Background: an optimization exercise with open tools, aiming at small area, a short achievable clock period and few clock cycles per item. Do not read the settings as production practice. Power and IR drop assume default switching activity.

lane 5:
==> flow/design.v <==
`timescale 1ns/1ns
module huff_top
(
  input  logic       clk,
  input  logic       rst,
  input  logic       sym_req,
  input  logic [3:0] sym,
  output logic       sym_ack,
  output logic       table_start,
  output logic       table_valid,
  output logic       table_bit,
  output logic       table_done
);
  localparam logic [8:0] WMAX = 9'h1FF;         
  localparam logic [1:0] M_INIT = 2'd0;         
  localparam logic [1:0] M_COLL = 2'd1;         
  localparam logic [1:0] M_WAIT = 2'd2;         
  localparam logic [1:0] M_BLD  = 2'd3;         
  logic [1:0] mode;
  logic [3:0] p;                                
  logic       first;                            
  logic       last_p;                           
  logic [3:0] rnd;                              
  logic [7:0] blk;                              
  logic       take;
  logic       wrdy;                             
  logic       fin;                              
  logic       merged;                           
  logic [3:0] symq;                             
  logic       tq;                               
  assign last_p = (p == 4'd9);
  logic       open_in;                          
  logic       absorb;                           
  logic [15:0] full;                            
  assign open_in = (mode == M_COLL) | merged;
  assign absorb  = ~merged;
  assign take    = sym_req & ~sym_ack & open_in & ~full[sym];
  logic [8:0] w  [10];                          
  logic [3:0] sm [10];                          
  logic [3:0] n;                                
  logic [3:0] n2;                               
  logic [3:0] sm_n2;
  logic [3:0] smq;                              
  always_comb
  begin
    full = '0;
    for (int i = 0; i < 10; i++)
      full[i] = &sm[i];
  end
  assign n  = last_p ? 4'd0 : p + 4'd1;
  always_comb
  begin
    sm_n2 = '0;
    for (int i = 0; i < 10; i++)
      if (n2 == 4'(i))
        sm_n2 = sm[i];
  end
  logic [8:0] best_w, sec_w, sum_r;
  logic [3:0] best_i, sec_i, a_r, b_r;
  logic [8:0] sumv;
  logic [8:0] xd;                               
  logic       lt_b, lt_s;
  logic       mod_en;                           
  logic [3:0] a_e, b_e;
  assign sumv   = best_w + sec_w;               
  assign xd     = ~(first & merged) ? w[0] :
                  (best_i == 4'd0) ? WMAX : ((sec_i == 4'd0) ? sumv : w[0]);
  assign lt_b   = (w[0] <= best_w);             
  assign lt_s   = (w[0] <= sec_w);
  assign mod_en = merged & ~last_p;
  assign a_e    = first ? best_i : a_r;
  assign b_e    = first ? sec_i : b_r;
  always_ff @(posedge clk)
  begin
    for (int i = 0; i < 8; i++)
      w[i+1] <= w[i+2];
    w[9] <= ((mode == M_INIT) || (mode == M_BLD && rnd == 4'd8)) ? 9'd0 : xd;
    if (mode == M_INIT)
      w[0] <= 9'd0;
    else if (mod_en && n == a_e)
      w[0] <= WMAX;
    else if (mod_en && n == b_e)
      w[0] <= first ? sumv : sum_r;
    else
      w[0] <= w[1] + {5'd0, smq};                
    smq  <= (mode == M_INIT || !absorb) ? 4'd0 : sm_n2;
    for (int i = 0; i < 10; i++)
      sm[i] <= ((absorb && n2 == 4'(i)) ? 4'd0 : sm[i]) + {3'd0, tq && (symq == 4'(i))};
    symq <= sym;
    tq   <= take;
    if (first)
    begin
      best_w <= xd;
      best_i <= p;
      sec_w  <= WMAX;
      a_r    <= best_i;
      b_r    <= sec_i;
    end
    else if (lt_b)
    begin
      best_w <= w[0];
      best_i <= p;
      sec_w  <= best_w;
      sec_i  <= best_i;
    end
    else if (lt_s)
    begin
      sec_w <= w[0];
      sec_i <= p;
    end
    if (first && mode == M_BLD)
      sum_r <= sumv;                            
    else if (xfer)
      sum_r <= code_w[8:0];
    else if (fin)
      sum_r <= 9'd1;
    else if (act && ob_busy)
      sum_r <= {ob9, sum_r[8:1]};
  end
  logic [7:0] rec [9];                          
  logic [3:0] q;                                
  logic [3:0] ra, rb;
  assign ra = rec[0][7:4];
  assign rb = rec[0][3:0];
  always_ff @(posedge clk)
  begin
    for (int i = 0; i < 8; i++)
      rec[i] <= rec[i+1];
    rec[8] <= (first && (merged || fin)) ? {best_i, sec_i} : rec[0];
  end
  logic       wlk;                              
  logic       act;                              
  logic [3:0] dig;
  logic [3:0] s;                                
  logic [9:0] code;                             
  logic [9:0] code_w;                           
  logic       ob9;
  logic [9:0] ob;                               
  logic       ob_busy;
  logic       xfer;                             
  assign ob      = {ob9, sum_r};
  assign ob_busy = (ob[9:1] != 9'd0);
  assign xfer    = wlk & (q == 4'd8);
  assign code_w  = (s == ra) ? {code[8:0], 1'b0} : ((s == rb) ? {code[8:0], 1'b1} : code);
  always_ff @(posedge clk)
  begin
    if (wlk)
    begin
      code <= code_w;
      if (s == ra)
        s <= rb;
    end
    if (xfer)
    begin
      code <= 10'd1;
      dig  <= dig + 4'd1;
      s    <= dig + 4'd1;
    end
    if (fin)
    begin
      dig  <= '0;
      s    <= '0;
      code <= 10'd1;
    end
    if (xfer)
      ob9 <= code_w[9];
    else if (fin)
      ob9 <= 1'b0;
    else if (act && ob_busy)
      ob9 <= 1'b0;
  end
  always_ff @(posedge clk or negedge rst)
  begin
    if (!rst)
    begin
      mode        <= M_INIT;
      p           <= '0;
      n2          <= 4'd2;
      first       <= 1'b1;
      merged      <= 1'b0;
      rnd         <= '0;
      blk         <= '0;
      wrdy        <= 1'b0;
      fin         <= 1'b0;
      sym_ack     <= 1'b0;
      q           <= '0;
      wlk         <= 1'b0;
      act         <= 1'b0;
      table_start <= 1'b0;
      table_valid <= 1'b0;
      table_bit   <= 1'b0;
      table_done  <= 1'b0;
    end
    else
    begin
      p       <= n;
      if (mode == M_BLD && last_p)
        merged <= (rnd != 4'd8);                
      n2      <= (n2 == 4'd9) ? 4'd0 : n2 + 4'd1;
      first   <= last_p;
      sym_ack <= sym_req & (sym_ack | (open_in & ~full[sym]));
      if (tq)
        blk <= blk + 8'd1;
      fin <= 1'b0;
      case (mode)
        M_INIT:
          if (last_p)
            mode <= M_COLL;
        M_COLL:
          if (tq && blk == 8'd255)
            mode <= M_WAIT;
        M_WAIT:
          if (p == 4'd8)
            wrdy <= 1'b1;
          else if (last_p && wrdy)
          begin
            wrdy <= 1'b0;
            mode <= M_BLD;
            rnd  <= '0;
          end
        default:
          if (last_p)
          begin
            rnd <= rnd + 4'd1;
            if (rnd == 4'd8)
            begin
              mode <= M_COLL;
              fin  <= 1'b1;
            end
          end
      endcase
      q <= (fin || q == 4'd8) ? 4'd0 : q + 4'd1;
      table_start <= 1'b0;
      table_done  <= 1'b0;
      table_valid <= act & ob_busy;
      table_bit   <= act & ob_busy & ob[0];
      if (xfer && dig == 4'd9)
        wlk <= 1'b0;
      if (act && !wlk && !ob_busy)
      begin
        table_done <= 1'b1;
        act        <= 1'b0;
      end
      if (fin)
      begin
        table_start <= 1'b1;
        wlk         <= 1'b1;
        act         <= 1'b1;
      end
    end
  end
endmodule
clock: 5.0 ns
lec_check: 0
abc_area: 1
cap_margin: 20
core_margin: 2
core_utilization: 40
cts_buf_list: sky130_fd_sc_hd__clkbuf_8
cts_cluster_diameter: 50
cts_cluster_size: 16
place_density: 0.6
setup_slack_margin: 2.8
slew_margin: 20
run.sh (not shown) runs the stock make flow with config.mk's settings and CLKGATE_MAP_FILE= SYNTH_SCRIPT=/design/flow/synth_recipe.tcl, a recipe that flattens the netlist after the stock synthesis.
#### Input delta (lane 3 over lane 5)
- CTS_CLUSTER_DIAMETER changed from 50 to 60
- CTS_CLUSTER_SIZE changed from 16 to 20
Findings:
The sequential power on lane 5 is in line with that on lane 3.
In lane 3 the overall power turned out about 5% lower than in lane 5.
[compare] base=lane 5 new=lane 3: hold slack up 0.0082 ns, worst-case headroom to the max-slew limit down 0.19 points.
Lane 3 leaves less setup margin than lane 5.
Diff lane 3 and lane 5: design area higher in lane 5
Comparing non-filler instance count after layout for lane 3 and lane 5, the bigger number came from lane 5.
Portion of total power attributed to combinational logic: lane 3 vs lane 5 up 1.2 points
All of lane 3 and lane 5 finish clean.
Looking at core utilization of the finished layout, lane 3 sits below lane 5.
No functional check of the RTL was part of any run of this note.

## separate check: timing with driven ports
In the flow no input, the clock included, has a driving cell. The finished layouts below were timed again as built, in two steps.
Step 1 assumes that a clkbuf_16 drives the clock port and a buf_2 every other input.
Step 2 moves the port delays by t, midway between the first and last clock arrival at a register: inputs arrive t later, outputs are due t later. That takes back most of the time a late clock gives input paths.
a / b / c = ideal / step 1 / step 2; a / b = the first two.
run	t (ns)	setup WS [ns]	worst register clock-pin slew, ns
lane 5	0.572	2.884 / 2.839 / 2.372	0.10 / 0.10
lane 3	0.607	2.859 / 2.817 / 2.374	0.12 / 0.12
After both steps setup and hold are still met in every run listed. The setup slack of lane 5, which loses most, moves by -0.045 ns with the drivers and by -0.512 ns with both steps.
